Context: an optimization exercise on an open-source flow, tuned for small area, a short achievable clock period and few clock cycles per item. The choices shown serve that exercise and are no tape-out recipe. RTL that was checked went through simulation tests only; none was proved equivalent to the original. For runs 1 to 3 and 8, only the layout was checked, not whether the RTL still works. No activity file was given, so power comes from the tool's default toggle rates.

==> design/flow/config.mk <==
export PLATFORM = sky130hd
export DESIGN_NAME = pool_engine
export DESIGN_NICKNAME = pool_engine
export VERILOG_FILES = /design/flow/design.v
export SDC_FILE = /design/flow/constraint.sdc
export NUM_CORES = 4
export LEC_CHECK = 0
export ABC_CLOCK_PERIOD_IN_PS = 2000
export CAP_MARGIN = 20
export CORE_MARGIN = 2
export CORE_UTILIZATION = 65
export SETUP_SLACK_MARGIN = 4.0
export SLEW_MARGIN = 20
==> design/flow/run.sh <==
#!/bin/bash
# synth_recipe.tcl (not shown) runs the flow's synth.tcl, then flattens the netlist and writes it again
# the make line also repeats each setting of config.mk as NAME=value (left out here)
make -C /OpenROAD-flow-scripts/flow DESIGN_CONFIG=/design/flow/config.mk WORK_HOME=/design/flow/orfs CLKGATE_MAP_FILE= SYNTH_SCRIPT=/design/flow/synth_recipe.tcl finish
==> design/flow/design.v <==
`timescale 1ns/100ps
package pool_pkg;
	typedef logic [16-1:0] word_t;
	typedef logic [16*16-1:0] atom_t;
	typedef logic [16+4-1:0] sum_t;
	typedef enum logic {
		POOL_MAX = 1'b0,	 
		POOL_AVE = 1'b1	 
	} pool_op_e;
	typedef struct packed {
		pool_op_e    op;
		logic [2:0]  win_shift;	 
		logic [15:0] n_windows;	 
	} pool_cfg_t;
endpackage
`timescale 1ns/100ps
module pool_engine (
	input  logic        clk,
	input  logic        rst,
	input  logic        i_start,
	input  logic [19:0] i_cfg,	 
	input  logic        i_in_valid,
	input  logic [15:0] i_in_data,
	output logic        o_in_credit,
	output logic        o_out_valid,
	output logic [15:0] o_out_data,
	input  logic        i_out_credit,
	output logic        o_busy,
	output logic        o_done
);
	logic        op_q;	 
	logic [2:0]  sh_q;	 
	logic [3:0]  mask_q;	 
	logic [15:0] rem_q;	 
	logic        rem1_q;	 
	logic [15:0] fifo_mem [4];
	logic [2:0]  wr_ptr;
	logic [2:0]  rd_ptr;
	logic        full;
	logic [15:0] head;
	logic [3:0]  atom_q;	 
	logic        nfirst_q;	 
	logic        nlast_q;	 
	logic        nword0_q;	 
	logic [3:0]  chan_q;	 
	logic        ch15_q;	 
	logic [3:0]  since_q;	 
	logic        aligned_q;	 
	logic [3:0]  used_q;	 
	logic        pop, win_end;
	logic [3:0]  atom_nx;
	logic [15:0] rem_dec;
	logic [15:0] acc_lo;	 
	logic [15:0] w_data;	 
	logic        w_gt;	 
	logic        w_last, w_final;
	logic [19:0] ring [16];
	logic        s2_v, s2_final;
	assign full    = (wr_ptr[2] != rd_ptr[2]) && (wr_ptr[1:0] == rd_ptr[1:0]);
	assign pop     = (wr_ptr != rd_ptr) && (!nword0_q || aligned_q) && (nlast_q || !used_q[3]);
	assign win_end = !nlast_q && ch15_q;
	assign atom_nx = nlast_q ? atom_q + 4'd1 : 4'd0;
	assign head    = fifo_mem[rd_ptr[1:0]];
	assign acc_lo  = nfirst_q ? ring[14][15:0] : 16'd0;
	always_comb begin
		for (int i = 0; i < 16; i++) begin
			rem_dec[i] = rem_q[i] ^ ~|(rem_q & ((16'd1 << i) - 16'd1));
		end
	end
	always_ff @(posedge clk) begin
		for (int k = 0; k < 4; k++) begin
			if (!full && (wr_ptr[1:0] == 2'(k))) begin
				fifo_mem[k] <= i_in_data;
			end
		end
	end
	always_ff @(posedge clk or posedge rst) begin
		if (rst) begin
			op_q        <= 1'b0;
			sh_q        <= 3'd0;
			mask_q      <= 4'd0;
			rem_q       <= 16'd0;
			rem1_q      <= 1'b0;
			wr_ptr      <= 3'd0;
			rd_ptr      <= 3'd0;
			atom_q      <= 4'd0;
			nfirst_q    <= 1'b0;
			nlast_q     <= 1'b0;
			nword0_q    <= 1'b0;
			chan_q      <= 4'd0;
			ch15_q      <= 1'b0;
			aligned_q   <= 1'b0;
			used_q      <= 4'd0;
			o_in_credit <= 1'b0;
			w_last      <= 1'b0;
			w_final     <= 1'b0;
			s2_v        <= 1'b0;
			s2_final    <= 1'b0;
			o_out_valid <= 1'b0;
			o_done      <= 1'b0;
			o_busy      <= 1'b0;
		end else begin
			if (i_in_valid) begin
				wr_ptr <= wr_ptr + 3'd1;
			end
			if (i_start && !o_busy) begin
				op_q    <= i_cfg[19];
				sh_q    <= i_cfg[19] ? i_cfg[18:16] : 3'd0;
				mask_q  <= 4'((5'd1 << i_cfg[18:16]) - 5'd1);
				nlast_q <= (i_cfg[18:16] != 3'd0);
				rem_q   <= i_cfg[15:0];
				rem1_q  <= (i_cfg[15:0] == 16'd1);
			end else if (pop && win_end) begin
				rem_q   <= rem_dec;
				rem1_q  <= (rem_q == 16'd2);
			end
			if (pop) begin
				rd_ptr   <= rd_ptr + 3'd1;
				chan_q   <= chan_q + 4'd1;
				ch15_q   <= (chan_q == 4'd14);
				nword0_q <= !win_end;
				if (ch15_q) begin
					atom_q   <= atom_nx;
					nfirst_q <= nlast_q;
					nlast_q  <= (atom_nx != mask_q);
				end
			end
			aligned_q <= pop || (since_q == 4'd15);
			case ({pop && !nlast_q, i_out_credit})
				2'b10:   used_q <= {used_q[2:0], 1'b1};
				2'b01:   used_q <= {1'b0, used_q[3:1]};
				default: ;
			endcase
			o_in_credit <= pop;
			w_last      <= pop && !nlast_q;
			w_final     <= pop && win_end && rem1_q;
			s2_v        <= w_last;
			s2_final    <= w_final;
			o_out_valid <= s2_v;
			o_done      <= s2_final;
			if (i_start && !o_busy) begin
				o_busy <= 1'b1;
			end else if (s2_final) begin
				o_busy <= 1'b0;
			end
		end
	end
	always_ff @(posedge clk) begin
		since_q  <= pop ? 4'd0 : since_q + 4'd1;
		w_data   <= pop ? head : 16'd0;
		w_gt     <= pop && (head > acc_lo);
		ring[0]  <= op_q ? (ring[15] + {4'd0, w_data}) : {4'd0, w_gt ? w_data : ring[15][15:0]};
		for (int i = 1; i < 15; i++) begin
			ring[i] <= ring[i-1];
		end
		ring[15] <= (pop && !nfirst_q) ? 20'd0 : ring[14];
		o_out_data <= 16'(ring[0] >> sh_q);
	end
endmodule
==> design/flow/constraint.sdc <==
create_clock -name core_clock -period 6.0 [get_ports {clk}]
set_input_delay 1.2000 -clock core_clock [delete_from_list [all_inputs] [get_ports {clk}]]
set_output_delay 1.2000 -clock core_clock [all_outputs]
set_load 0.01 [all_outputs]
==> results of run 1 <==
-- routing by layer --
metal,track usage,vias up
met5,0,-
met2,0.392,220
li1,-,4379
met4,0.0730,0
met3,0.0494,49
met1,0.329,4334
-- area by class of cell --
type | count | share of cell area
Sequential cell | 477 | 0.573
Multi-Input combinational cell | 636 | 0.266
Clock buffer | 67 | 0.0720
Timing Repair Buffer | 114 | 0.0555
Tap cell | 285 | 0.0195
Clock inverter | 12 | 0.00819
Inverter | 21 | 0.00492
Timing Repair inverter | 2 | 0.000819
-- metrics by stage --
| step | worst slack [ns] | area (um2) |
|---|---|---|
| after global placement | 2.98 | 15900 |
| after floorplan | 3.64 | 15200 |
| final | 3.49 | 18300 |
| after CTS | 3.51 | 18000 |
| after detailed placement | 2.87 | 15900 |
| after global routing | 3.38 | 18300 |
-- synthesized netlist by cell type, drive strengths merged (20+ instances only) --
library cell	number	area [um2]
dfxtp	357	7150
and2	26	166
o21ai	49	245
nand3	27	135
inv	20	75.1
ha	51	638
nor2	50	188
edfxtp	64	1920
dfrtp	56	1400
a21oi	53	265
nor2b	36	225
nand2	96	360
mux2i	27	270
clkbuf	35	131
-- critical path, delay by kind of cell (launching register included) --
| family | cells | cell delay, ns |
|---|---|---|
| compound gates | 5 | 0.93 |
| buf+inv | 1 | 0.18 |
| simple gates | 2 | 0.26 |
| fa+ha+maj | 2 | 0.54 |
| flops | 1 | 0.47 |
-- where the power goes --
part / internal [mW] / switching (mW)
registers: 4.52 / 0.675
logic: 1.42 / 1.69
clock network: 1.62 / 1.15
-- cells in the final DEF, fill, tap and decap left out, drive strengths merged, types with 20 or more instances in the layout --
cell type and count:
nand3 27, nor2 51, ha 51, dfxtp 357, clkdlybuf4s50 36, buf 74, and2 26, edfxtp 64
clkbuf 67, inv 20, nor2b 37, nand2 96, dfrtp 56, a21oi 53, mux2i 27, o21ai 49
-- logic make-up after synthesis --
logic type,count (synthesis),share of synthesized area
simple gates,309,0.106
flops,477,0.697
xor+xnor,29,0.0179
fa+ha+maj,52,0.0438
buf+inv,62,0.0159
mux,44,0.0315
compound gates,199,0.0876
-- state kept, by name, indices dropped and copies added (netlist names), 3 cells and up --
register,count
mask_q,4
chan_q,4
used_q,4
fifo_mem,64
rem_q,16
wr_ptr,3
sh_q,3
since_q,4
rd_ptr,3
ring,320
atom_q,4
o_out_data,16
w_data,16
-- repair_timing --
action | 4_1_cts | 5_1_grt
gates resized for setup | 154 | 54
cloned | 4 | 1
endpoints found under the setup margin | 154 | 105
pin swaps | 34 | 29
hold endpoints to repair | 0 | 0
buffers inserted | 36 | 15
-- worst max path at each step --
stage                     slack (ns)  startpoint   endpoint
after floorplan                 3.64   rd_ptr[1]       w_gt
after global placement          2.98     i_start  rem_q[14]
after detailed placement        2.87     i_start  rem_q[14]
after CTS                       3.51   rd_ptr[0]       w_gt
after global routing            3.38   rd_ptr[0]       w_gt
final                           3.49   rd_ptr[1]       w_gt
==> flow_summary.json, run 1 <==
{
  "finalNonFillerCells": 1614,
  "hold_depth": 0,
  "io_pins": 61,
  "clk_pin_slew_ns": 0.06,
  "seqCellArea_mm2": 0.0105,
  "leakagePower_nw": 7.47,
  "required_ns": 6.41,
  "htreeDepth": 2,
  "min_from": "ring[6][2]",
  "cts_tree": "yes",
  "crit_type": "reg2reg",
  "die_h_um": 156,
  "dp_cells": 1479,
  "post-route-period-util": 0.418,
  "ys_ff_latch": 477,
  "slew_headroom": 0.487,
  "syn_inst": 1172,
  "clock-sinks": 477,
  "die_w_um": 156,
  "async_flop_share": 0.117,
  "diodes": 0,
  "drt-initial-drc-count": 505,
  "first_pass_iters": 6,
  "route.met2.wl_mm": 13.6,
  "ys_types": 71,
  "drive_above_1_share": 0.204,
  "r2r-end": "w_gt",
  "ctsHoldBuffers": 0,
  "synth_edf_count": 64,
  "total_power_mw": 11.1,
  "first_global_vias": 8874,
  "numPortBuffers": 60,
  "synthesis.nets": 1265,
  "reg2regPathDepth": 10,
  "fmax_ghz": 0.399,
  "syn_area_mm2": 0.0150,
  "crit_top_cell": "a21oi_1",
  "worstPathArrival_ns": 2.92,
  "core_mm2": 0.0226,
  "avgSynthCellArea_um2": 12.8,
  "routed_wl_mm": 29.4,
  "drt-met1-wl_mm": 13.5,
  "clock_path_buffers": 3,
  "fin_crit_ns": 2.51,
  "min_to": "ring[7][2]",
  "vias_per_cell": 5.57,
  "p_per_area_mw_per_mm2": 605,
  "multiInputGateArea_mm2": 0.00488,
  "grt.total_usage": 0.241,
  "crit_path_max_fanout": 8,
  "wl_per_cell_um": 18.2,
  "grt_first_pass_wirelength_mm": 46.3,
  "antenna_found_initial": 2,
  "endpoint_kind": "flip-flop",
  "top_layer": "met4",
  "tns_ns": 0,
  "finalHoldViolations": 0,
  "vias": 8982,
  "start_util": 0.663,
  "setup_viol": 0,
  "ff2ff_setup_slack_ns": 3.49,
  "final_core_util": 0.809,
  "cts-root-buf": "clkbuf_16",
  "numCtsBuffers": 44,
  "startpoint_type": "flip-flop",
  "r2r_start": "rd_ptr[1]",
  "routed-wl-met3_mm": 1.57,
  "drc": 0,
  "worstPathCellList": "ha_4 -> buf_4 -> a222oi_1 -> a21oi_2 -> ha_1 -> a21o_1 -> nand3_1 -> a21oi_1 -> nor4_1 -> a21oi_1",
  "finalWeightedCongestion": 0.806,
  "rsz0062_at_grt": "true",
  "postRouteAntennaNets": 0,
  "final-max-slew-violation-count": 0,
  "grt_overflow": 0,
  "slowest_stage": "dfrtp_2",
  "area_growth_pct": 22.0,
  "dieArea_mm2": 0.0243,
  "ir_worst_vdd_mv": 0.393,
  "status": "no timing/DRC/antenna violations",
  "seq_area_frac_synth": 0.697,
  "dp_hpwl_mm": 17.1,
  "tightest_slew_ns": 0.770,
  "min_path_type": "reg2reg",
  "final_nets": 1389,
  "fin_skew_ns": 0.0161,
  "whs_ns": 0.321,
  "maxCapViolations": 0,
  "grt_max_degree": 57,
  "final.fill_count": 1274,
  "cp_slowest_stage_delay_ns": 0.47,
  "rows": 55,
  "ys_warn_count": 3,
  "synthFlopType": "dfxtp_1",
  "insertion_delay_ns": 0.54
}
==> run 2: changes to the inputs <==
--- a/design/flow/config.mk
+++ b/design/flow/config.mk
@@ -11,2 +11,5 @@
 export CORE_UTILIZATION = 65
+export CTS_BUF_LIST = sky130_fd_sc_hd__clkbuf_8
+export CTS_CLUSTER_DIAMETER = 40
+export CTS_CLUSTER_SIZE = 16
 export SETUP_SLACK_MARGIN = 4.0
==> flow_summary.json, run 2 <==
{
  "final_nets": 1378,
  "endpoint_kind": "flip-flop",
  "multiInputGateArea_mm2": 0.00474,
  "avgSynthCellArea_um2": 12.8,
  "reg_top3": "ring x320, fifo_mem x64",
  "slowest_stage": "dfrtp_2",
  "min_to": "ring[13][9]",
  "synth_top_cell_by_area": "dfxtp_1",
  "p_per_area_mw_per_mm2": 571,
  "r2r-end": "w_gt",
  "async_flop_share": 0.117,
  "drt-initial-drc-count": 489,
  "status": "no timing/DRC/antenna violations",
  "cp_slowest_stage_delay_ns": 0.45,
  "first_global_vias": 8596,
  "post-route-period-util": 0.438,
  "crit_top_cell": "a21oi_1",
  "top_register": "ring",
  "syn_area_mm2": 0.0150,
  "cts_tree": "yes",
  "dp_hpwl_mm": 17.1,
  "final_cell_mix": "dfxtp_1, nand2_1, edfxtp_1",
  "internal-power_mw": 6.66,
  "io_pins": 61,
  "core_mm2": 0.0226,
  "insertion_delay_ns": 0.59,
  "die_w_um": 156,
  "dp_cells": 1479,
  "cts-root-buf": "clkbuf_8",
  "final_common_cell": "dfxtp_1",
  "finalWeightedCongestion": 0.806,
  "synth_area_leaders": "dfxtp_1, edfxtp_1, dfrtp_1",
  "p_comb_frac": 0.285,
  "start_util": 0.663,
  "seq_power_share": 0.515,
  "slew_headroom": 0.507,
  "switching_share": 0.335,
  "hold_depth": 0,
  "vias": 8908,
  "wl_per_cell_um": 17.3,
  "clk_pin_slew_ns": 0.09,
  "tns_ns": 0,
  "antenna_found_initial": 1,
  "min_path_type": "reg2reg",
  "grt_overflow": 0,
  "seq_area_frac_synth": 0.697,
  "reg2regPathDepth": 11,
  "numPortBuffers": 60,
  "setup_viol": 0,
  "fmax_ghz": 0.381,
  "min_from": "ring[12][9]",
  "required_ns": 6.45,
  "finalHoldViolations": 0,
  "synth_edf_count": 64,
  "die_h_um": 156,
  "drc": 0,
  "clock-sinks": 477,
  "grt_max_degree": 57,
  "final-max-slew-violation-count": 0,
  "finalNonFillerCells": 1597,
  "diodes": 0,
  "synthMostInstantiatedCell": "dfxtp_1",
  "ir_worst_vdd_mv": 0.376,
  "htreeDepth": 2,
  "final_core_util": 0.775,
  "startpoint_type": "flip-flop",
  "syn_inst": 1172,
  "postRouteAntennaNets": 0,
  "p_clk_frac": 0.200,
  "ys_ff_latch": 477,
  "synthFlopType": "dfxtp_1",
  "ys_types": 71,
  "routed_wl_mm": 27.6,
  "fin_skew_ns": 0.0304,
  "rsz0062_at_grt": "true",
  "numCtsBuffers": 45,
  "crit_path_max_fanout": 6,
  "grt_first_pass_wirelength_mm": 44.4,
  "first_pass_iters": 5,
  "r2r_start": "rd_ptr[0]",
  "synthesis.nets": 1265,
  "maxCapViolations": 0,
  "synth.top_cells.by_count": "dfxtp_1, nand2_1, edfxtp_1",
  "ff2ff_setup_slack_ns": 3.37,
  "final.fill_count": 1416,
  "drive_above_1_share": 0.189,
  "seqCellArea_mm2": 0.0105,
  "rows": 55,
  "area_growth_pct": 16.9,
  "dieArea_mm2": 0.0243,
  "worstPathArrival_ns": 3.08,
  "grt.total_usage": 0.231,
  "fin_crit_ns": 2.63,
  "power.switching_mw": 3.36,
  "largest_register_ffs": 320,
  "synth_top_area_frac": 0.476,
  "vias_per_cell": 5.58,
  "crit_type": "reg2reg",
  "tightest_slew_ns": 0.739,
  "worstPathCellList": "inv_4 -> ha_4 -> buf_4 -> a222oi_1 -> a21oi_1 -> ha_1 -> nor2b_1 -> o211ai_1 -> a211oi_1 -> nor4_1 -> a21oi_1",
  "leakagePower_nw": 7.13,
  "clock_path_buffers": 3,
  "ys_warn_count": 3
}
==> run 2: cell type report <==
cell class	count	area share
Multi-Input combinational cell	635	0.270
Clock inverter	27	0.0175
Sequential cell	477	0.598
Timing Repair Buffer	103	0.0515
Clock buffer	47	0.0368
Tap cell	285	0.0203
Inverter	21	0.00527
Timing Repair inverter	2	0.000855
==> run 2: cells by family (layout without fill, tap and decap cells) <==
family / after synthesis / count (layout) / synth area share
DFF: 477 / 477 / 0.697
and+or+nand+nor: 309 / 311 / 0.106
AOI/OAI and AO/OA: 199 / 199 / 0.0876
buffers and inverters: 62 / 200 / 0.0159
adders and majority gates: 52 / 52 / 0.0438
muxes: 44 / 44 / 0.0315
xor gates and xnor gates: 29 / 29 / 0.0179
==> run 2: what timing repair did <==
| item | in CTS | in global routing |
|---|---|---|
| pin swaps | 21 | 37 |
| gates cloned | 4 | 0 |
| gates resized for setup | 136 | 40 |
| hold buffers | 0 | 0 |
| endpoints found under the hold margin | 0 | 0 |
| buffers inserted | 27 | 13 |
| setup endpoints to repair | 142 | 102 |
==> run 2: how the worst max path moves through the flow <==
stage	start	endpoint	slack (ns)	cells after the start
after detailed placement	i_start	rem_q[14]	2.87	5
after global routing	rd_ptr[0]	w_gt	3.25	11
after floorplan	rd_ptr[1]	w_gt	3.64	12
after global placement	i_start	rem_q[14]	2.98	5
after CTS	rd_ptr[0]	w_gt	3.52	10
final	rd_ptr[0]	w_gt	3.37	11
==> run 2: critical path, delay by kind of cell (launching register included) <==
family / cells / cell delay, ns
compound gates: 5 / 0.87
fa+ha+maj: 2 / 0.50
buf+inv: 2 / 0.23
flops: 1 / 0.45
simple gates: 2 / 0.44
==> run 2: routing by layer <==
metal  GRT usage  share of wire  wire (um)  up-vias
met3      0.0483          0.055       1520       63
met1       0.323           0.46      12700     4259
met5           0              0          0        -
met4      0.0730          0.024        673        0
li1            -              -          -     4356
met2       0.366           0.46      12700      230
==> run 2: stage by stage <==
step | instance area, um2 | total power [mW] | hold slack [ns] | worst slack [ns]
finish | 17600 | 10.0 | 0.323 | 3.37
global route | 17600 | 10.7 | 0.309 | 3.25
CTS | 17300 | 9.90 | 0.307 | 3.52
detailed placement | 15900 | 7.68 | 0.312 | 2.87
global placement | 15900 | 7.59 | 0.310 | 2.98
floorplan | 15200 | 6.82 | 0.310 | 3.64
==> run 2: power by group through the flow <==
stage / sequential (mW) / combinational [mW] / clock [mW]
global route: 5.29 / 3.19 / 2.18
floorplan: 4.92 / 1.90 / 0
global placement: 5.15 / 2.45 / 0
CTS: 5.15 / 2.70 / 2.05
detailed placement: 5.19 / 2.49 / 0
finish: 5.16 / 2.86 / 2.00
==> run 3: changes to the inputs <==
--- a/design/flow/config.mk
+++ b/design/flow/config.mk
@@ -11,5 +11,5 @@
 export CORE_UTILIZATION = 65
-export CTS_BUF_LIST = sky130_fd_sc_hd__clkbuf_8
-export CTS_CLUSTER_DIAMETER = 40
-export CTS_CLUSTER_SIZE = 16
+export CTS_BUF_LIST = sky130_fd_sc_hd__clkbuf_4 sky130_fd_sc_hd__clkbuf_8
+export CTS_CLUSTER_DIAMETER = 30
+export CTS_CLUSTER_SIZE = 12
 export SETUP_SLACK_MARGIN = 4.0
==> flow_summary.json, run 3 <==
{
  "startpoint_type": "flip-flop",
  "maxCapViolations": 0,
  "fin_skew_ns": 0.0410,
  "p_comb_frac": 0.262,
  "diodes": 0,
  "final_nets": 1401,
  "synth_top_cell_by_area": "dfxtp_1",
  "finalNonFillerCells": 1647,
  "finalWeightedCongestion": 0.806,
  "status": "no timing/DRC/antenna violations",
  "dieArea_mm2": 0.0243,
  "ctsHoldBuffers": 0,
  "synth_area_leaders": "dfxtp_1, edfxtp_1, dfrtp_1",
  "drt-initial-drc-count": 508,
  "drc": 0,
  "vias_per_cell": 5.53,
  "cts_tree": "yes",
  "synthesis.nets": 1265,
  "grt_first_pass_wirelength_mm": 46.6,
  "slowest_stage": "dfrtp_2",
  "crit_path_max_fanout": 9,
  "synthFlopType": "dfxtp_1",
  "seqCellArea_mm2": 0.0105,
  "leakagePower_nw": 7.41,
  "finalHoldViolations": 0,
  "p_clk_frac": 0.267,
  "ys_warn_count": 3,
  "fmax_ghz": 0.377,
  "total_power_mw": 11.0,
  "tightest_slew_ns": 0.789,
  "htreeDepth": 3,
  "power.switching_mw": 3.61,
  "synth_top_area_frac": 0.476,
  "switching_share": 0.329,
  "p_per_area_mw_per_mm2": 605,
  "multiInputGateArea_mm2": 0.00471,
  "syn_inst": 1172,
  "cts-root-buf": "clkbuf_8",
  "tns_ns": 0,
  "largest_register_ffs": 320,
  "start_util": 0.663,
  "final-max-slew-violation-count": 0,
  "synthMostInstantiatedCell": "dfxtp_1",
  "grt_overflow": 0,
  "seq_power_share": 0.471,
  "insertion_delay_ns": 0.60,
  "internal-power_mw": 7.36,
  "final_common_cell": "dfxtp_1",
  "clock_path_buffers": 3,
  "first_global_vias": 9044,
  "async_flop_share": 0.117,
  "ys_types": 71,
  "postRouteAntennaNets": 0,
  "final_cell_mix": "dfxtp_1, nand2_1, clkbuf_8",
  "die_w_um": 156,
  "crit_top_cell": "buf_4",
  "numCtsBuffers": 72,
  "core_mm2": 0.0226,
  "rows": 55,
  "numPortBuffers": 60,
  "dp_hpwl_mm": 17.1,
  "drive_above_1_share": 0.216,
  "first_pass_iters": 5,
  "place_area_mm2": 0.0159,
  "die_h_um": 156,
  "cp_slowest_stage_delay_ns": 0.45,
  "synth_edf_count": 64,
  "ys_ff_latch": 477,
  "avgSynthCellArea_um2": 12.8,
  "final.fill_count": 1331,
  "ir_worst_vdd_mv": 0.444,
  "antenna_found_initial": 0,
  "syn_area_mm2": 0.0150,
  "min_path_type": "reg2reg",
  "rsz0062_at_grt": "true",
  "top_register": "ring",
  "routed_wl_mm": 29.1,
  "final_area_mm2": 0.0181,
  "grt.total_usage": 0.247,
  "clk_pin_slew_ns": 0.07,
  "endpoint_kind": "flip-flop",
  "clock-sinks": 477,
  "vias": 9115,
  "slew_headroom": 0.474,
  "worstPathArrival_ns": 3.16,
  "seq_area_frac_synth": 0.697,
  "post-route-period-util": 0.442,
  "required_ns": 6.51,
  "synth.top_cells.by_count": "dfxtp_1, nand2_1, edfxtp_1",
  "dp_cells": 1479,
  "wl_per_cell_um": 17.6,
  "worstPathCellList": "buf_4 -> ha_4 -> buf_6 -> buf_4 -> a222oi_1 -> a21oi_2 -> ha_1 -> nand4_1 -> a211oi_2 -> nor4_1 -> a21oi_1",
  "fin_crit_ns": 2.65,
  "io_pins": 61,
  "reg_top3": "ring x320, fifo_mem x64",
  "crit_type": "reg2reg",
  "setup_viol": 0,
  "area_growth_pct": 20.8,
  "grt_max_degree": 57
}
==> run 3: power by group through the flow <==
stage               clock network, mW  registers [mW]  logic [mW]
CTS                              2.98            5.16        2.80
global placement                    0            5.15        2.45
global route                     3.12            5.30        3.19
detailed placement                  0            5.19        2.49
floorplan                           0            4.92        1.90
finish                           2.93            5.17        2.88
==> run 3: per-stage QoR <==
step	setup slack (ns)	utilization	hold WS, ns
after global placement	2.98	0.704	0.310
final	3.35	0.801	0.318
after floorplan	3.64	-	0.310
after CTS	3.42	0.796	0.317
after detailed placement	2.87	0.704	0.312
after global routing	3.24	0.801	0.315
==> run 3: cells by family (layout without fill, tap and decap cells) <==
group           after synthesis  in the layout  share of synthesized area
buf+inv                      62            249                     0.0159
xor+xnor                     29             29                     0.0179
fa+ha+maj                    52             52                     0.0438
flops                       477            477                      0.697
compound gates              199            199                     0.0876
mux                          44             44                     0.0315
simple gates                309            312                      0.106
==> run 3: layer usage <==
layer  up-vias  GRT usage  part of all wire
met3        74     0.0511             0.048
li1       4435          -                 -
met4         0      0.111             0.035
met2       231      0.387              0.46
met5         -          0                 0
met1      4375      0.335              0.46
==> run 3: worst paths after layout <==
check / start / to / slack (ns) / cells after the start
worst min-delay path: ring[13][17] / ring[14][17] / 0.32 / 0
worst max register to register: rd_ptr[0] / w_gt / 3.35 / 11
worst max-delay path: rd_ptr[0] / w_gt / 3.35 / 11
min in group asynchronous: rst / rem_q[5] / 1.17 / 3
worst min register to register: ring[13][17] / ring[14][17] / 0.32 / 0
max in group asynchronous: rst / sh_q[1] / 4.31 / 3
==> run 3: what timing repair did <==
item                       CTS  global route
pin swaps                   33            11
setup endpoints to repair  153            67
buffers inserted            32             3
hold endpoints to repair     0             0
gates resized for setup    140            24
gates cloned                 5             0
==> run 3: cell type report <==
type / instances / area share
clock buffer: 84 / 0.0623
clock inverter: 44 / 0.0274
inverter: 21 / 0.00510
multi-input combinational: 636 / 0.260
sequential: 477 / 0.578
tap: 285 / 0.0197
timing repair buffer: 98 / 0.0470
timing repair inverter: 2 / 0.000827
==> run 3: critical path, delay by kind of cell, from the launching register on <==
kind                     cells  cell delay [ns]
adder cells (fa/ha/maj)      2             0.56
AO/OA/AOI/OAI                4             0.86
AND/OR/NAND/NOR              2             0.25
flip-flops                   1             0.45
buffers and inverters        3             0.45
==> run 4: changes to the inputs <==
--- a/design/flow/design.v
+++ b/design/flow/design.v
@@ -36,5 +36,5 @@
 	logic [15:0] fifo_mem [4];
-	logic [2:0]  wr_ptr;
-	logic [2:0]  rd_ptr;
-	logic        full;
+	logic [1:0]  wr_ptr;
+	logic [3:0]  rd_sel;	 
+	logic [3:0]  occ;	 
 	logic [15:0] head;
@@ -52,5 +52,10 @@
 	logic [15:0] rem_dec;
-	logic [15:0] acc_lo;	 
-	logic [15:0] w_data;	 
-	logic        w_gt;	 
+	logic [19:0] acc;	 
+	logic [8:0]  lo_sum;
+	logic        w_v;
+	logic [7:0]  w_lo;
+	logic [7:0]  w_hi;	 
+	logic        w_c8;	 
+	logic        w_gtlo;	 
+	logic        gt;	 
 	logic        w_last, w_final;
@@ -58,8 +63,10 @@
 	logic        s2_v, s2_final;
-	assign full    = (wr_ptr[2] != rd_ptr[2]) && (wr_ptr[1:0] == rd_ptr[1:0]);
-	assign pop     = (wr_ptr != rd_ptr) && (!nword0_q || aligned_q) && (nlast_q || !used_q[3]);
+	assign pop     = occ[0] && (!nword0_q || aligned_q) && (nlast_q || !used_q[3]);
 	assign win_end = !nlast_q && ch15_q;
 	assign atom_nx = nlast_q ? atom_q + 4'd1 : 4'd0;
-	assign head    = fifo_mem[rd_ptr[1:0]];
-	assign acc_lo  = nfirst_q ? ring[14][15:0] : 16'd0;
+	assign head    = ({16{rd_sel[0]}} & fifo_mem[0]) | ({16{rd_sel[1]}} & fifo_mem[1]) |
+	                 ({16{rd_sel[2]}} & fifo_mem[2]) | ({16{rd_sel[3]}} & fifo_mem[3]);
+	assign acc     = nfirst_q ? ring[14] : 20'd0;
+	assign lo_sum  = {1'b0, acc[7:0]} + {1'b0, head[7:0]};
+	assign gt      = w_v && ((w_hi > ring[15][15:8]) || ((w_hi == ring[15][15:8]) && w_gtlo));
 	always_comb begin
@@ -71,3 +78,3 @@
 		for (int k = 0; k < 4; k++) begin
-			if (!full && (wr_ptr[1:0] == 2'(k))) begin
+			if (!occ[3] && (wr_ptr == 2'(k))) begin
 				fifo_mem[k] <= i_in_data;
@@ -83,4 +90,6 @@
 			rem1_q      <= 1'b0;
-			wr_ptr      <= 3'd0;
-			rd_ptr      <= 3'd0;
+			wr_ptr      <= 2'd0;
+			rd_sel      <= 4'd1;
+			occ         <= 4'd0;
+			w_v         <= 1'b0;
 			atom_q      <= 4'd0;
@@ -103,4 +112,10 @@
 			if (i_in_valid) begin
-				wr_ptr <= wr_ptr + 3'd1;
+				wr_ptr <= wr_ptr + 2'd1;
 			end
+			case ({i_in_valid, pop})
+				2'b10:   occ <= {occ[2:0], 1'b1};
+				2'b01:   occ <= {1'b0, occ[3:1]};
+				default: ;
+			endcase
+			w_v <= pop;
 			if (i_start && !o_busy) begin
@@ -117,3 +132,3 @@
 			if (pop) begin
-				rd_ptr   <= rd_ptr + 3'd1;
+				rd_sel   <= {rd_sel[2:0], rd_sel[3]};
 				chan_q   <= chan_q + 4'd1;
@@ -149,5 +164,8 @@
 		since_q  <= pop ? 4'd0 : since_q + 4'd1;
-		w_data   <= pop ? head : 16'd0;
-		w_gt     <= pop && (head > acc_lo);
-		ring[0]  <= op_q ? (ring[15] + {4'd0, w_data}) : {4'd0, w_gt ? w_data : ring[15][15:0]};
+		w_lo     <= head[7:0];
+		w_hi     <= pop ? head[15:8] : 8'd0;
+		w_c8     <= pop && op_q && lo_sum[8];
+		w_gtlo   <= (head[7:0] > acc[7:0]);
+		ring[0]  <= op_q ? {ring[15][19:8] + {4'd0, w_hi} + {11'd0, w_c8}, ring[15][7:0]}
+		                 : {4'd0, gt ? {w_hi, w_lo} : ring[15][15:0]};
 		for (int i = 1; i < 15; i++) begin
@@ -155,3 +173,3 @@
 		end
-		ring[15] <= (pop && !nfirst_q) ? 20'd0 : ring[14];
+		ring[15] <= !pop ? ring[14] : op_q ? {acc[19:8], lo_sum[7:0]} : acc;
 		o_out_data <= 16'(ring[0] >> sh_q);
==> design/flow/config.mk (replaced) <==
export PLATFORM = sky130hd
export DESIGN_NAME = pool_engine
export DESIGN_NICKNAME = pool_engine
export VERILOG_FILES = /design/flow/design.v
export SDC_FILE = /design/flow/constraint.sdc
export NUM_CORES = 4
export LEC_CHECK = 0
export ABC_CLOCK_PERIOD_IN_PS = 1600
export CAP_MARGIN = 20
export CORE_MARGIN = 2
export CORE_UTILIZATION = 65
export CTS_BUF_LIST = sky130_fd_sc_hd__clkbuf_8
export CTS_CLUSTER_DIAMETER = 40
export CTS_CLUSTER_SIZE = 16
export SETUP_SLACK_MARGIN = 4.4
export SLEW_MARGIN = 20
==> flow_summary.json, run 4 <==
{
  "tns_ns": 0,
  "final_area_mm2": 0.0187,
  "cts_tree": "yes",
  "io_pins": 61,
  "required_ns": 6.47,
  "synthFlopType": "dfxtp_1",
  "final_cell_mix": "dfxtp_1, nand2_1, buf_4",
  "leakagePower_nw": 7.55,
  "numPortBuffers": 60,
  "fin_skew_ns": 0.0215,
  "synth_edf_count": 64,
  "synth_area_leaders": "dfxtp_1, edfxtp_1, dfrtp_1",
  "synth_top_cell_by_area": "dfxtp_1",
  "grt_first_pass_wirelength_mm": 46.8,
  "die_w_um": 156,
  "post-place-ws_ns": 3.07,
  "htreeDepth": 2,
  "insertion_delay_ns": 0.60,
  "final_common_cell": "dfxtp_1",
  "rsz0062_at_grt": "true",
  "final_nets": 1434,
  "dieArea_mm2": 0.0243,
  "seq_area_frac_synth": 0.707,
  "slew_headroom": 0.618,
  "top_register": "ring",
  "grt.total_usage": 0.246,
  "min_path_type": "reg2reg",
  "crit_path_max_fanout": 3,
  "setup_viol": 0,
  "routed_wl_mm": 30.6,
  "whs_ns": 0.316,
  "start_util": 0.662,
  "rows": 55,
  "tightest_slew_ns": 0.572,
  "syn_area_mm2": 0.0150,
  "postRouteAntennaNets": 0,
  "core_mm2": 0.0226,
  "dp_hpwl_mm": 16.9,
  "synth.top_cells.by_count": "dfxtp_1, nand2_1, edfxtp_1",
  "final-max-slew-violation-count": 0,
  "ctsHoldBuffers": 0,
  "avgSynthCellArea_um2": 12.8,
  "finalHoldViolations": 0,
  "p_per_area_mw_per_mm2": 363,
  "fin_crit_ns": 2.36,
  "final_core_util": 0.826,
  "wl_per_cell_um": 18.5,
  "finalWeightedCongestion": 0.817,
  "clock_path_buffers": 3,
  "cts-root-buf": "clkbuf_8",
  "syn_inst": 1167,
  "grt_max_degree": 61,
  "diodes": 0,
  "crit_type": "reg2reg",
  "drive_above_1_share": 0.293,
  "place_area_mm2": 0.0162,
  "async_flop_share": 0.124,
  "synthMostInstantiatedCell": "dfxtp_1",
  "clock-sinks": 482,
  "ys_ff_latch": 482,
  "clk_pin_slew_ns": 0.09,
  "drt-initial-drc-count": 591,
  "antenna_found_initial": 0,
  "total_power_mw": 6.78,
  "vias": 9179,
  "maxCapViolations": 0,
  "area_growth_pct": 24.8,
  "ir_worst_vdd_mv": 0.333,
  "grt_overflow": 0,
  "dp_cells": 1478,
  "synth_top_area_frac": 0.478,
  "drc": 0,
  "synthesis.nets": 1258,
  "vias_per_cell": 5.54,
  "largest_register_ffs": 320,
  "die_h_um": 156,
  "endpoint_kind": "flip-flop",
  "numCtsBuffers": 46,
  "post-route-period-util": 0.393,
  "first_global_vias": 9090,
  "first_pass_iters": 6,
  "reg_top3": "ring x320, fifo_mem x64",
  "status": "no timing/DRC/antenna violations",
  "worstPathArrival_ns": 2.83,
  "startpoint_type": "flip-flop",
  "finalNonFillerCells": 1657,
  "ys_warn_count": 3,
  "fmax_ghz": 0.424,
  "ys_types": 75,
  "setup_slack_ns": 3.64,
  "final.fill_count": 1185
}
==> run 4: worst paths after layout <==
check / startpoint / to / slack [ns] / cells past startpoint
hold reg to reg: ring[4][7] / ring[5][7] / 0.32 / 0
min in group asynchronous: rst / rd_sel[3] / 1.07 / 3
setup reg to reg: rd_sel[1] / w_c8 / 3.64 / 10
setup / recovery: rd_sel[1] / w_c8 / 3.64 / 10
max in group asynchronous: rst / o_busy / 4.55 / 3
hold / removal: ring[4][7] / ring[5][7] / 0.32 / 0
==> run 4: per-layer routing <==
layer / wire length [um] / track usage / vias up / share of wire
met5: 0 / 0 / - / 0
met4: 951 / 0.102 / 0 / 0.031
met3: 1580 / 0.0400 / 73 / 0.051
met2: 15000 / 0.406 / 302 / 0.49
met1: 13100 / 0.328 / 4415 / 0.43
li1: - / - / 4389 / -
==> run 4: critical path: stages, from the launching register on <==
cell and delay (ns):
dfrtp_4 0.50, a22oi_2 0.17, and2_4 0.19, inv_4 0.04
ha_4 0.15, fa_2 0.34, nor2b_4 0.14, o21ai_2 0.14
a211o_1 0.20, a21oi_2 0.08, o311a_1 0.29
==> run 4: logic make-up after synthesis <==
family | Yosys count | synth area share
AO/OA/AOI/OAI | 184 | 0.0790
XOR/XNOR | 26 | 0.0152
adder cells (fa/ha/maj) | 50 | 0.0433
buffers and inverters | 80 | 0.0205
flip-flops | 482 | 0.707
multiplexers | 43 | 0.0310
AND/OR/NAND/NOR | 302 | 0.104
==> run 4: final cells by class <==
cell class | instances | area [um2] | area share
Sequential cell | 482 | 10600 | 0.570
Multi-Input combinational cell | 610 | 5100 | 0.273
Timing Repair Buffer | 159 | 1450 | 0.0777
Clock buffer | 46 | 633 | 0.0339
Tap cell | 285 | 357 | 0.0191
Clock inverter | 31 | 302 | 0.0161
Inverter | 44 | 196 | 0.0105
==> run 4: power by group <==
group / internal [mW] / leakage (nW) / switching, mW / total (mW)
combinational: 0.424 / 2.85 / 0.514 / 0.938
clock: 0.862 / 0.489 / 1.15 / 2.01
sequential: 3.63 / 4.21 / 0.204 / 3.83
==> run 4: what timing repair did <==
action,4_1_cts,5_1_grt
pin swaps,55,50
setup endpoints to repair,265,167
cloned,5,0
setup buffers,65,32
gates resized for setup,235,65
Testbench counts of run 4, summed over its fixed seeds: cycles 41,208, words 40,688.
==> run 5: changes to the inputs <==
--- a/design/flow/config.mk
+++ b/design/flow/config.mk
@@ -7,3 +7,4 @@
 export LEC_CHECK = 0
-export ABC_CLOCK_PERIOD_IN_PS = 1600
+export ABC_AREA = 1
+export ABC_CLOCK_PERIOD_IN_PS = 2000
 export CAP_MARGIN = 20
@@ -14,3 +15,3 @@
 export CTS_CLUSTER_SIZE = 16
-export SETUP_SLACK_MARGIN = 4.4
+export SETUP_SLACK_MARGIN = 3.7
 export SLEW_MARGIN = 20
==> flow_summary.json, run 5 <==
{
  "wl_per_cell_um": 14.5,
  "final-max-slew-violation-count": 0,
  "reg_top3": "ring x320, fifo_mem x64",
  "postRouteAntennaNets": 0,
  "synth_area_leaders": "dfxtp_1, edfxtp_1, dfrtp_1",
  "p_clk_frac": 0.266,
  "grt_first_pass_wirelength_mm": 43.4,
  "fin_crit_ns": 2.37,
  "antenna_found_initial": 0,
  "first_pass_iters": 5,
  "worstPathCellList": "buf_2",
  "place_area_mm2": 0.0160,
  "fmax_ghz": 0.423,
  "startpoint_type": "flip-flop",
  "synth.top_cells.by_count": "dfxtp_1, nand2_1, inv_1",
  "synth_top_area_frac": 0.473,
  "endpoint_kind": "output pin",
  "syn_area_mm2": 0.0152,
  "tightest_slew_ns": 1.03,
  "final_common_cell": "dfxtp_1",
  "start_util": 0.666,
  "ir_worst_vdd_mv": 0.377,
  "clock_path_buffers": 3,
  "vias_per_cell": 5.02,
  "multiInputGateArea_mm2": 0.00392,
  "htreeDepth": 2,
  "min_path_type": "reg2reg",
  "io_pins": 61,
  "diodes": 0,
  "min_from": "ring[12][4]",
  "cp_slowest_stage_delay_ns": 0.44,
  "synthMostInstantiatedCell": "dfxtp_1",
  "first_global_vias": 9035,
  "rows": 55,
  "final.fill_count": 1583,
  "slew_headroom": 0.311,
  "tns_ns": 0,
  "dp_cells": 1735,
  "switching_share": 0.265,
  "maxCapViolations": 0,
  "crit_path_max_fanout": 2,
  "die_h_um": 157,
  "grt.total_usage": 0.224,
  "required_ns": 4.80,
  "cpLargestDelayFamily": "flip-flops",
  "grt_overflow": 0,
  "ys_warn_count": 3,
  "p_comb_frac": 0.126,
  "seq_power_share": 0.609,
  "top_register": "ring",
  "insertion_delay_ns": 0.59,
  "finalHoldViolations": 0,
  "reg2regPathDepth": 13,
  "critPathCapture": "o_in_credit",
  "numCtsBuffers": 44,
  "rsz0062_at_grt": "true",
  "seq_area_frac_synth": 0.699,
  "crit_cells": 1,
  "async_flop_share": 0.124,
  "dieArea_mm2": 0.0246,
  "synthesis.nets": 1484,
  "r2r-end": "ring[15][7]",
  "synthFlopType": "dfxtp_1",
  "internal-power_mw": 5.54,
  "final_area_mm2": 0.0172,
  "p_per_area_mw_per_mm2": 439,
  "vias": 9214,
  "whs_ns": 0.312,
  "area_growth_pct": 13.4,
  "ys_types": 42,
  "drt-initial-drc-count": 627,
  "post-place-ws_ns": 2.86,
  "synth_edf_count": 64,
  "setup_slack_ns": 3.63,
  "ff2ff_setup_slack_ns": 3.79,
  "cts-root-buf": "clkbuf_8",
  "r2r_start": "rd_sel[1]",
  "avgSynthCellArea_um2": 10.9,
  "finalWeightedCongestion": 0.865,
  "worstPathArrival_ns": 1.17,
  "post-route-period-util": 0.394,
  "status": "no timing/DRC/antenna violations",
  "drc": 0,
  "crit_type": "reg2out",
  "cts_tree": "yes",
  "power.switching_mw": 2.00,
  "dp_hpwl_mm": 17.0,
  "fin_skew_ns": 0.0315,
  "final_nets": 1587,
  "clk_pin_slew_ns": 0.09,
  "leakagePower_nw": 7.54,
  "seqCellArea_mm2": 0.0106,
  "setup_viol": 0,
  "die_w_um": 157,
  "drive_above_1_share": 0.113,
  "grt_max_degree": 61,
  "routed_wl_mm": 26.7,
  "worstSetupStartpoint": "o_in_credit",
  "synth_top_cell_by_area": "dfxtp_1",
  "syn_inst": 1393,
  "ys_ff_latch": 482,
  "slowest_stage": "dfrtp_1",
  "hold_depth": 0,
  "finalNonFillerCells": 1836,
  "core_mm2": 0.0228,
  "numPortBuffers": 60,
  "clock-sinks": 482,
  "largest_register_ffs": 320,
  "crit_buf_inv": 1,
  "final_cell_mix": "dfxtp_1, nand2_1, inv_1"
}
==> run 5: cell types whose count changed after synthesis, moves of 16 or more <==
cell      before  now
a22oi_1       33    0
and2_1        17    1
inv_1         40  150
mux2i_1       25    3
nand2_1      118  302
nand2b_1      17    0
nand3_1       25   76
nor2_1        43   71
o21ai_0       32   71
o21ai_1       31    5
==> run 5: repair_timing <==
| action | 4_1_cts | 5_1_grt |
|---|---|---|
| pin swaps | 0 | 10 |
| hold buffers | 0 | 0 |
| endpoints found under the setup margin | 54 | 36 |
| resized for setup | 93 | 13 |
| setup buffers | 14 | 12 |
| cloned | 1 | 1 |
==> run 5: cells by family (layout without fill, tap and decap cells) <==
logic type | Yosys count | after routing | synth area share
XOR/XNOR | 11 | 11 | 0.00636
flip-flops | 482 | 482 | 0.699
buffers and inverters | 189 | 318 | 0.0487
AO/OA/AOI/OAI | 160 | 160 | 0.0607
multiplexers | 3 | 3 | 0.00198
AND/OR/NAND/NOR | 498 | 499 | 0.141
adder cells (fa/ha/maj) | 50 | 50 | 0.0427
==> run 5: area by class of cell <==
class	instances	area share
clock buffer	50	0.0400
multi-input combinational	723	0.228
timing repair inverter	1	0.000291
sequential	482	0.617
clock inverter	23	0.0152
inverter	157	0.0355
timing repair buffer	87	0.0409
tap	313	0.0228
==> run 5: worst min path at each step <==
stage,end
6_report,ring[13][4]
5_1_grt,ring[13][4]
4_1_cts,ring[13][4]
3_5_place_dp,ring[13][0]
3_3_place_gp,ring[2][12]
2_1_floorplan,ring[10][0]
==> run 5: power by group through the flow <==
stage	registers (mW)	clock network, mW	logic [mW]
2_1_floorplan	4.55	0	0.610
3_3_place_gp	4.64	0	0.911
3_5_place_dp	4.67	0	0.929
4_1_cts	4.61	2.05	0.920
5_1_grt	4.69	2.18	1.08
6_report	4.59	2.00	0.946
==> run 5: routing by layer <==
metal	share of wire	global-route usage
met5	0	0
met1	0.46	0.294
met2	0.48	0.376
met4	0.017	0.0725
met3	0.043	0.0424
==> run 5: metrics by stage <==
stage	util	power (mW)
global route	0.754	7.95
floorplan	-	5.16
finish	0.754	7.54
CTS	0.747	7.58
detailed placement	0.704	5.60
global placement	0.704	5.55
==> run 6: changes to the inputs <==
--- a/design/flow/config.mk
+++ b/design/flow/config.mk
@@ -7,3 +7,2 @@
 export LEC_CHECK = 0
-export ABC_AREA = 1
 export ABC_CLOCK_PERIOD_IN_PS = 2000
==> flow_summary.json, run 6 <==
{
  "min_to": "ring[14][1]",
  "startpoint_type": "flip-flop",
  "grt_overflow": 0,
  "seqCellArea_mm2": 0.0106,
  "vias_per_cell": 5.42,
  "multiInputGateArea_mm2": 0.00432,
  "setup_viol": 0,
  "final.fill_count": 1441,
  "insertion_delay_ns": 0.59,
  "synth_compound_area_frac": 0.0790,
  "routed_wl_mm": 26.6,
  "synth_area_leaders": "dfxtp_1, edfxtp_1, dfrtp_1",
  "vias": 8527,
  "syn_inst": 1167,
  "core_mm2": 0.0226,
  "cpLargestDelayFamily": "flip-flops",
  "dp_hpwl_mm": 16.7,
  "grt_first_pass_wirelength_mm": 42.2,
  "synthAdderAreaFrac": 0.0433,
  "fmax_ghz": 0.426,
  "syn_area_mm2": 0.0150,
  "drc": 0,
  "final_cell_mix": "dfxtp_1, nand2_1, edfxtp_1",
  "dp_cells": 1481,
  "start_util": 0.662,
  "ys_warn_count": 3,
  "status": "no timing/DRC/antenna violations",
  "synth_top_area_frac": 0.478,
  "ir_worst_vdd_mv": 0.262,
  "antenna_found_initial": 0,
  "synthFlopType": "dfxtp_1",
  "ys_ff_latch": 482,
  "top_register": "ring",
  "post-route-period-util": 0.391,
  "place_area_mm2": 0.0158,
  "drt-initial-drc-count": 422,
  "cts-root-buf": "clkbuf_8",
  "finalWeightedCongestion": 0.818,
  "grt.total_usage": 0.221,
  "reg_top3": "ring x320, fifo_mem x64",
  "clock_path_buffers": 3,
  "leakagePower_nw": 6.88,
  "total_power_mw": 6.42,
  "slowest_stage": "dfrtp_2",
  "diodes": 0,
  "fin_skew_ns": 0.0219,
  "reg2regPathDepth": 10,
  "die_w_um": 156,
  "first_global_vias": 8406,
  "avgSynthCellArea_um2": 12.8,
  "clk_pin_slew_ns": 0.09,
  "postRouteAntennaNets": 0,
  "tightest_slew_ns": 1.02,
  "numPortBuffers": 60,
  "crit_path_max_fanout": 2,
  "crit_type": "reg2out",
  "finalHoldViolations": 0,
  "clock-sinks": 482,
  "drive_above_1_share": 0.147,
  "final-max-slew-violation-count": 0,
  "ff2ff_setup_slack_ns": 3.67,
  "final_common_cell": "dfxtp_1",
  "required_ns": 4.80,
  "tns_ns": 0,
  "synth_mux_area_frac": 0.0310,
  "r2r_start": "rd_sel[0]",
  "ys_types": 75,
  "worstPathArrival_ns": 1.15,
  "min_path_type": "reg2reg",
  "largest_register_ffs": 320,
  "fin_crit_ns": 2.35,
  "worstPathCellList": "buf_6",
  "whs_ns": 0.324,
  "hold_depth": 0,
  "finalNonFillerCells": 1572,
  "endpoint_kind": "output pin",
  "min_from": "ring[13][1]",
  "r2r-end": "w_c8",
  "seq_area_frac_synth": 0.707,
  "synth_edf_count": 64,
  "io_pins": 61,
  "rsz0062_at_grt": "true",
  "final_nets": 1351,
  "dieArea_mm2": 0.0243,
  "first_pass_iters": 5,
  "synth_top_cell_by_area": "dfxtp_1",
  "synth.top_cells.by_count": "dfxtp_1, nand2_1, edfxtp_1",
  "rows": 55,
  "slew_headroom": 0.320,
  "cp_slowest_stage_delay_ns": 0.44,
  "maxCapViolations": 0,
  "die_h_um": 156,
  "synthesis.nets": 1258,
  "worstSetupStartpoint": "o_in_credit",
  "numCtsBuffers": 44,
  "final_area_mm2": 0.0170,
  "htreeDepth": 2,
  "wl_per_cell_um": 16.9,
  "synthSimpleGateAreaFrac": 0.104,
  "synth_xor_area_frac": 0.0152,
  "p_per_area_mw_per_mm2": 377,
  "crit_buf_inv": 1,
  "synthMostInstantiatedCell": "dfxtp_1",
  "cts_tree": "yes",
  "grt_max_degree": 61,
  "async_flop_share": 0.124,
  "area_growth_pct": 13.8,
  "synth_top_family_by_area": "simple AND/OR/NAND/NOR gates"
}
[run 6: cell count changes in the layout (fill, tap and decap cells not counted), sizes merged, moves of 11 or more]
cell and delta:
inv -105, nor2b +15, xnor2 +13, nand4 -11, nor2 -31, mux2i +22, a22oi +33, mux2 +17
nand2 -189, o21ai -21, and2 +16, nand3 -52, nand2b +18
[run 6: worst max path at each step]
stage | endpoint | cells past startpoint | slack (ns)
finish | o_in_credit | 1 | 3.65
global route | w_c8 | 10 | 3.59
CTS | o_in_credit | 1 | 3.63
detailed placement | used_q[3] | 7 | 3.03
global placement | used_q[3] | 7 | 3.12
floorplan | w_c8 | 11 | 3.72
[run 6: kinds of logic (layout without fill, tap and decap cells)]
group           Yosys count  count (layout)
buf+inv                  80             198
compound gates          184             184
simple gates            302             304
flops                   482             482
fa+ha+maj                50              50
mux                      43              43
xor+xnor                 26              26
[run 6: stage by stage]
| stage | utilization | worst slack (ns) |
|---|---|---|
| after detailed placement | 0.700 | 3.03 |
| after floorplan | - | 3.72 |
| after global placement | 0.700 | 3.12 |
| final | 0.753 | 3.65 |
| after global routing | 0.753 | 3.59 |
| after CTS | 0.746 | 3.63 |
[run 6: timing repair]
action,4_1_cts,5_1_grt
gates cloned,0,2
resized for setup,115,30
hold buffers,0,0
buffers inserted,13,3
pin swaps,8,11
endpoints found under the setup margin,77,45
[run 6: cell type report]
class                   instances  area share
flip-flops and latches        482       0.623
repair buffers                 81      0.0405
multi-input cells             607       0.254
inverters                      44      0.0102
well taps                     285      0.0209
clock inverters                27      0.0150
clock buffers                  46      0.0371
[run 6: layer usage]
layer  global-route usage  wire [um]
met1                0.292      11900
met3               0.0344       1090
met2                0.372      12800
met5                    0          0
met4               0.0843        802
[run 6: report_power, final]
group	internal, mW	switching, mW	total (mW)
Clock	0.844	1.09	1.94
Sequential	3.63	0.189	3.81
Combinational	0.253	0.410	0.663
Total	4.72	1.69	6.42
==> run 7: changes to the inputs <==
--- a/design/flow/config.mk
+++ b/design/flow/config.mk
@@ -14,3 +14,3 @@
 export CTS_CLUSTER_SIZE = 16
-export SETUP_SLACK_MARGIN = 3.7
+export SETUP_SLACK_MARGIN = 4.0
 export SLEW_MARGIN = 20
==> flow_summary.json, run 7 <==
{
  "io_pins": 61,
  "final_cell_mix": "dfxtp_1, nand2_1, edfxtp_1",
  "status": "no timing/DRC/antenna violations",
  "grt.total_usage": 0.239,
  "diodes": 0,
  "cts_tree": "yes",
  "min_path_type": "reg2reg",
  "insertion_delay_ns": 0.60,
  "routed_wl_mm": 29.4,
  "start_util": 0.662,
  "clock_path_buffers": 3,
  "required_ns": 4.80,
  "seqCellArea_mm2": 0.0106,
  "ys_ff_latch": 482,
  "vias_per_cell": 5.56,
  "numPortBuffers": 60,
  "fin_crit_ns": 2.36,
  "clock-sinks": 482,
  "largest_register_ffs": 320,
  "hold_depth": 0,
  "multiInputGateArea_mm2": 0.00481,
  "reg2regPathDepth": 10,
  "endpoint_kind": "output pin",
  "drt-initial-drc-count": 497,
  "tightest_slew_ns": 1.03,
  "grt_util_met2": 0.422,
  "min_to": "ring[2][6]",
  "clk_pin_slew_ns": 0.10,
  "postRouteAntennaNets": 0,
  "dp_hpwl_mm": 16.7,
  "maxCapViolations": 0,
  "final_nets": 1402,
  "htreeDepth": 2,
  "syn_inst": 1167,
  "avgSynthCellArea_um2": 12.8,
  "leakagePower_nw": 7.33,
  "grt_first_pass_wirelength_mm": 45.7,
  "r2r_start": "rd_sel[0]",
  "reg_top3": "ring x320, fifo_mem x64",
  "cts-root-buf": "clkbuf_8",
  "startpoint_type": "flip-flop",
  "r2r-end": "ring[15][6]",
  "final-max-slew-violation-count": 0,
  "p_per_area_mw_per_mm2": 368,
  "ir_worst_vdd_mv": 0.273,
  "grt-busiest-layer": "met2",
  "synthMostInstantiatedCell": "dfxtp_1",
  "first_pass_iters": 5,
  "ctsHoldBuffers": 0,
  "setup_viol": 0,
  "finalWeightedCongestion": 0.844,
  "worstPathCellList": "buf_6",
  "area_growth_pct": 21.2,
  "post-route-period-util": 0.394,
  "synth.top_cells.by_count": "dfxtp_1, nand2_1, edfxtp_1",
  "ys_warn_count": 3,
  "crit_path_max_fanout": 2,
  "grt_overflow": 0,
  "final_area_mm2": 0.0182,
  "crit_buf_inv": 1,
  "async_flop_share": 0.124,
  "crit_type": "reg2out",
  "first_global_vias": 9197,
  "synth_area_leaders": "dfxtp_1, edfxtp_1, dfrtp_1",
  "rsz0062_at_grt": "true",
  "core_mm2": 0.0226,
  "rows": 55,
  "tns_ns": 0,
  "die_w_um": 156,
  "final_common_cell": "dfxtp_1",
  "seq_area_frac_synth": 0.707,
  "dieArea_mm2": 0.0243,
  "synthFlopType": "dfxtp_1",
  "total_power_mw": 6.68,
  "antenna_found_initial": 0,
  "synth_top_cell_by_area": "dfxtp_1",
  "ff2ff_setup_slack_ns": 3.64,
  "fmax_ghz": 0.424,
  "place_area_mm2": 0.0159,
  "wl_per_cell_um": 18.1,
  "min_from": "ring[1][6]",
  "synth_edf_count": 64,
  "numCtsBuffers": 45,
  "drive_above_1_share": 0.237,
  "finalHoldViolations": 0,
  "ys_types": 75,
  "use_met1": 0.299,
  "syn_area_mm2": 0.0150,
  "synthesis.nets": 1258,
  "synth_top_area_frac": 0.478,
  "die_h_um": 156,
  "final.fill_count": 1361,
  "cpLargestDelayFamily": "flip-flops",
  "worstPathArrival_ns": 1.16,
  "grt_max_degree": 61,
  "slowest_stage": "dfrtp_2",
  "slew_headroom": 0.308,
  "fin_skew_ns": 0.0352,
  "cp_slowest_stage_delay_ns": 0.44,
  "grt_util_met3": 0.0442,
  "vias": 9027,
  "drc": 0,
  "top_register": "ring"
}
==> run 7: power breakdown <==
part / internal (mW) / total, mW / switching (mW)
sequential: 3.63 / 3.82 / 0.189
clock: 0.984 / 2.12 / 1.13
combinational: 0.302 / 0.750 / 0.448
total: 4.91 / 6.68 / 1.77
==> run 7: through the flow <==
step	hold slack [ns]	utilization	instances	setup slack, ns
2_1_floorplan	0.310	-	1167	3.73
3_3_place_gp	0.310	0.703	1478	3.20
3_5_place_dp	0.312	0.703	1478	3.09
4_1_cts	0.318	0.782	1602	3.60
5_1_grt	0.316	0.802	1625	3.55
6_report	0.313	0.802	1625	3.64
==> run 7: metal layers <==
layer,vias up,routed length (um)
met1,4381,12300
met3,66,1390
li1,4318,-
met2,262,14900
met5,-,0
met4,0,813
==> run 7: worst register-to-register path: cells and delay by family, from the launching register on <==
family | cells | cell delay [ns]
adder cells (fa/ha/maj) | 2 | 0.33
buffers and inverters | 1 | 0.06
flip-flops | 1 | 0.65
AO/OA/AOI/OAI | 4 | 0.73
AND/OR/NAND/NOR | 3 | 0.46
==> run 7: kinds of logic (layout without fill, tap and decap cells) <==
| group | after synthesis | count (layout) | share of synthesized area |
|---|---|---|---|
| compound gates | 184 | 184 | 0.0790 |
| xor+xnor | 26 | 26 | 0.0152 |
| fa+ha+maj | 50 | 50 | 0.0433 |
| mux | 43 | 43 | 0.0310 |
| simple gates | 302 | 305 | 0.104 |
| buf+inv | 80 | 250 | 0.0205 |
| flops | 482 | 482 | 0.707 |
==> run 7: worst max path at each step <==
stage                     start     endpoint  slack (ns)  cells after the start
floorplan             rd_sel[2]         w_c8        3.73                     11
global placement        nlast_q    used_q[3]        3.20                      7
detailed placement      nlast_q    used_q[3]        3.09                      7
CTS                 o_in_credit  o_in_credit        3.60                      1
global route          rd_sel[0]  ring[15][6]        3.55                     10
finish              o_in_credit  o_in_credit        3.64                      1
==> run 7: what timing repair did <==
item	CTS	global route
gates cloned	3	0
endpoints found under the setup margin	115	74
setup buffers	45	23
pin swaps	42	43
gates resized for setup	204	65
==> run 7: layout make-up <==
cell class,count,area share
Sequential cell,482,0.586
Multi-Input combinational cell,608,0.265
Timing Repair Buffer,130,0.0636
Clock buffer,49,0.0372
Tap cell,285,0.0196
Clock inverter,27,0.0183
Inverter,44,0.0106
==> run 8: changes to the inputs <==
--- a/design/flow/design.v
+++ b/design/flow/design.v
@@ -30,2 +30,3 @@
 );
+	logic        busy_q;	 
 	logic        op_q;	 
@@ -53,7 +54,7 @@
 	logic [19:0] acc;	 
-	logic [8:0]  lo_sum;
+	logic [6:0]  lo_sum;
 	logic        w_v;
-	logic [7:0]  w_lo;
-	logic [7:0]  w_hi;	 
-	logic        w_c8;	 
+	logic [5:0]  w_lo;
+	logic [9:0]  w_hi;	 
+	logic        w_c6;	 
 	logic        w_gtlo;	 
@@ -69,4 +70,4 @@
 	assign acc     = nfirst_q ? ring[14] : 20'd0;
-	assign lo_sum  = {1'b0, acc[7:0]} + {1'b0, head[7:0]};
-	assign gt      = w_v && ((w_hi > ring[15][15:8]) || ((w_hi == ring[15][15:8]) && w_gtlo));
+	assign lo_sum  = {1'b0, acc[5:0]} + {1'b0, head[5:0]};
+	assign gt      = w_v && ((w_hi > ring[15][15:6]) || ((w_hi == ring[15][15:6]) && w_gtlo));
 	always_comb begin
@@ -102,3 +103,2 @@
 			used_q      <= 4'd0;
-			o_in_credit <= 1'b0;
 			w_last      <= 1'b0;
@@ -107,5 +107,3 @@
 			s2_final    <= 1'b0;
-			o_out_valid <= 1'b0;
-			o_done      <= 1'b0;
-			o_busy      <= 1'b0;
+			busy_q      <= 1'b0;
 		end else begin
@@ -120,3 +118,3 @@
 			w_v <= pop;
-			if (i_start && !o_busy) begin
+			if (!busy_q) begin
 				op_q    <= i_cfg[19];
@@ -148,3 +146,2 @@
 			endcase
-			o_in_credit <= pop;
 			w_last      <= pop && !nlast_q;
@@ -153,9 +150,3 @@
 			s2_final    <= w_final;
-			o_out_valid <= s2_v;
-			o_done      <= s2_final;
-			if (i_start && !o_busy) begin
-				o_busy <= 1'b1;
-			end else if (s2_final) begin
-				o_busy <= 1'b0;
-			end
+			busy_q      <= busy_q ? !s2_final : i_start;
 		end
@@ -163,8 +154,14 @@
 	always_ff @(posedge clk) begin
+		o_in_credit <= pop;
+		o_out_valid <= s2_v;
+		o_done      <= s2_final;
+		o_busy      <= busy_q ? !s2_final : i_start;
+	end
+	always_ff @(posedge clk) begin
 		since_q  <= pop ? 4'd0 : since_q + 4'd1;
-		w_lo     <= head[7:0];
-		w_hi     <= pop ? head[15:8] : 8'd0;
-		w_c8     <= pop && op_q && lo_sum[8];
-		w_gtlo   <= (head[7:0] > acc[7:0]);
-		ring[0]  <= op_q ? {ring[15][19:8] + {4'd0, w_hi} + {11'd0, w_c8}, ring[15][7:0]}
+		w_lo     <= head[5:0];
+		w_hi     <= pop ? head[15:6] : 10'd0;
+		w_c6     <= pop && op_q && lo_sum[6];
+		w_gtlo   <= (head[5:0] > acc[5:0]);
+		ring[0]  <= op_q ? {ring[15][19:6] + {4'd0, w_hi} + {13'd0, w_c6}, ring[15][5:0]}
 		                 : {4'd0, gt ? {w_hi, w_lo} : ring[15][15:0]};
@@ -173,3 +170,3 @@
 		end
-		ring[15] <= !pop ? ring[14] : op_q ? {acc[19:8], lo_sum[7:0]} : acc;
+		ring[15] <= !pop ? ring[14] : op_q ? {acc[19:6], lo_sum[5:0]} : acc;
 		o_out_data <= 16'(ring[0] >> sh_q);
--- a/design/flow/config.mk
+++ b/design/flow/config.mk
@@ -14,3 +14,3 @@
 export CTS_CLUSTER_SIZE = 16
-export SETUP_SLACK_MARGIN = 4.0
+export SETUP_SLACK_MARGIN = 3.7
 export SLEW_MARGIN = 20
==> flow_summary.json, run 8 <==
{
  "status": "no timing/DRC/antenna violations",
  "slew_headroom": 0.352,
  "crit_path_max_fanout": 3,
  "grt_first_pass_wirelength_mm": 38.6,
  "final_cell_mix": "dfxtp_1, nand2_1, edfxtp_1",
  "switching_share": 0.250,
  "avgSynthCellArea_um2": 13.2,
  "postRouteAntennaNets": 0,
  "endpoint_kind": "flip-flop",
  "synth_area_leaders": "dfxtp_1, edfxtp_1, dfrtp_1",
  "start_util": 0.656,
  "hold_depth": 0,
  "synth_edf_count": 64,
  "cts-root-buf": "clkbuf_8",
  "drive_above_1_share": 0.155,
  "grt_max_degree": 59,
  "required_ns": 6.47,
  "numPortBuffers": 60,
  "final_area_mm2": 0.0168,
  "post-route-period-util": 0.375,
  "routed_wl_mm": 24.3,
  "die_h_um": 154,
  "final.fill_count": 1483,
  "final_common_cell": "dfxtp_1",
  "synth.top_cells.by_count": "dfxtp_1, nand2_1, edfxtp_1",
  "place_area_mm2": 0.0156,
  "fmax_ghz": 0.444,
  "syn_area_mm2": 0.0147,
  "ys_types": 61,
  "multiInputGateArea_mm2": 0.00396,
  "ys_ff_latch": 484,
  "finalHoldViolations": 0,
  "startpoint_type": "flip-flop",
  "maxCapViolations": 0,
  "async_flop_share": 0.120,
  "dieArea_mm2": 0.0239,
  "clock-sinks": 484,
  "power.switching_mw": 1.53,
  "synthesis.nets": 1204,
  "insertion_delay_ns": 0.59,
  "diodes": 0,
  "fin_skew_ns": 0.0333,
  "p_per_area_mw_per_mm2": 365,
  "final_nets": 1300,
  "largest_register_ffs": 320,
  "internal-power_mw": 4.60,
  "synthMostInstantiatedCell": "dfxtp_1",
  "leakagePower_nw": 6.84,
  "antenna_found_initial": 0,
  "grt_overflow": 0,
  "first_global_vias": 7720,
  "tightest_slew_ns": 0.968,
  "min_path_type": "reg2reg",
  "wl_per_cell_um": 16.0,
  "vias_per_cell": 5.19,
  "ctsHoldBuffers": 0,
  "vias": 7909,
  "first_pass_iters": 5,
  "syn_inst": 1113,
  "seq_area_frac_synth": 0.722,
  "seq_power_share": 0.595,
  "clock_path_buffers": 3,
  "die_w_um": 154,
  "fin_crit_ns": 2.25,
  "htreeDepth": 2,
  "rsz0062_at_grt": "true",
  "ir_worst_vdd_mv": 0.291,
  "p_clk_frac": 0.337,
  "io_pins": 61,
  "reg2regPathDepth": 8,
  "drt-initial-drc-count": 406,
  "clk_pin_slew_ns": 0.09,
  "setup_viol": 0,
  "synth_top_area_frac": 0.493,
  "worstPathArrival_ns": 2.72,
  "whs_ns": 0.312,
  "top_register": "ring",
  "synthFlopType": "dfxtp_1",
  "rows": 55,
  "p_comb_frac": 0.068,
  "drc": 0,
  "cts_tree": "yes",
  "tns_ns": 0,
  "ff2ff_setup_slack_ns": 3.75,
  "seqCellArea_mm2": 0.0107,
  "reg_top3": "ring x320, fifo_mem x64",
  "synth_top_cell_by_area": "dfxtp_1",
  "crit_type": "reg2reg",
  "finalWeightedCongestion": 0.828,
  "core_mm2": 0.0224,
  "final-max-slew-violation-count": 0,
  "ys_warn_count": 3,
  "dp_hpwl_mm": 15.2,
  "numCtsBuffers": 47,
  "area_growth_pct": 14.2,
  "grt.total_usage": 0.203
}
run 8: cell types whose count changed in the layout (fill, tap and decap cells not counted), moves of 10 or more:
cell,previous run,this run
buf_4,52,18
ha_1,29,44
a22oi_1,21,31
a22oi_2,12,2
buf_6,18,0
mux2i_1,25,39
nand3_1,24,13
o21ai_1,36,1
a21oi_1,26,49
o21ai_0,23,42
ha_4,16,2
nand2_1,110,92
mux2_2,6,20
run 8: cell families after synthesis:
logic type	Yosys count	share of synthesized area
AOI/OAI and AO/OA	163	0.0696
and+or+nand+nor	242	0.0803
muxes	60	0.0434
xor gates and xnor gates	34	0.0202
adders and majority gates	50	0.0435
DFF	484	0.722
buffers and inverters	80	0.0211
run 8: layout make-up:
| cell class | count | share of cell area |
|---|---|---|
| inverters | 47 | 0.0110 |
| multi-input cells | 550 | 0.236 |
| flip-flops and latches | 484 | 0.634 |
| clock buffers | 47 | 0.0385 |
| clock inverters | 33 | 0.0214 |
| repair buffers | 79 | 0.0383 |
| well taps | 285 | 0.0212 |
run 8: worst paths after layout:
path / startpoint / to
setup reg to reg: w_hi[0] / ring[0][17]
max in group asynchronous: rst / rd_sel[2]
hold reg to reg: ring[5][5] / ring[6][5]
setup / recovery: w_hi[0] / ring[0][17]
min in group asynchronous: rst / occ[1]
hold / removal: ring[5][5] / ring[6][5]
run 8: routing by layer:
layer / GRT usage / vias up / wire (um)
li1: - / 3984 / -
met1: 0.276 / 3707 / 11300
met2: 0.330 / 170 / 11300
met3: 0.0409 / 48 / 1110
met4: 0.0705 / 0 / 652
met5: 0 / - / 0
run 8: stage by stage:
stage / power, mW / worst slack [ns] / std cells / util
2_1_floorplan: 3.95 / 3.75 / 1113 / -
3_3_place_gp: 4.12 / 2.85 / 1428 / 0.694
3_5_place_dp: 4.14 / 2.72 / 1428 / 0.694
4_1_cts: 6.18 / 3.65 / 1520 / 0.742
5_1_grt: 6.40 / 3.63 / 1525 / 0.749
6_report: 6.13 / 3.75 / 1525 / 0.749
run 8: power by group through the flow:
stage | logic (mW) | registers [mW] | clock network, mW
5_1_grt | 0.475 | 3.67 | 2.25
4_1_cts | 0.419 | 3.65 | 2.11
2_1_floorplan | 0.279 | 3.67 | 0
3_5_place_dp | 0.416 | 3.72 | 0
3_3_place_gp | 0.404 | 3.71 | 0
6_report | 0.417 | 3.65 | 2.06
run 8: critical path, cell delays in order (launching register included):
cell	delay (ns)
dfxtp_2	0.35
inv_2	0.05
fa_2	0.39
or2_2	0.32
a221oi_4	0.31
o211ai_4	0.12
a21oi_4	0.17
nor4bb_1	0.07
or3_1	0.36
run 8: what timing repair did:
item,in CTS,in global routing
gates resized for setup,110,25
pin swaps,8,7
buffers inserted,12,4
gates cloned,0,1
endpoints found under the setup margin,89,20

Re-timed with assumed drivers on the ports (clkbuf_16 on the clock, buf_2 on other inputs), run 8 has 3.721 ns of setup slack against 3.750 ns with ideal ports, and 3.191 ns once port delays also move by the mid clock arrival of 0.613 ns.
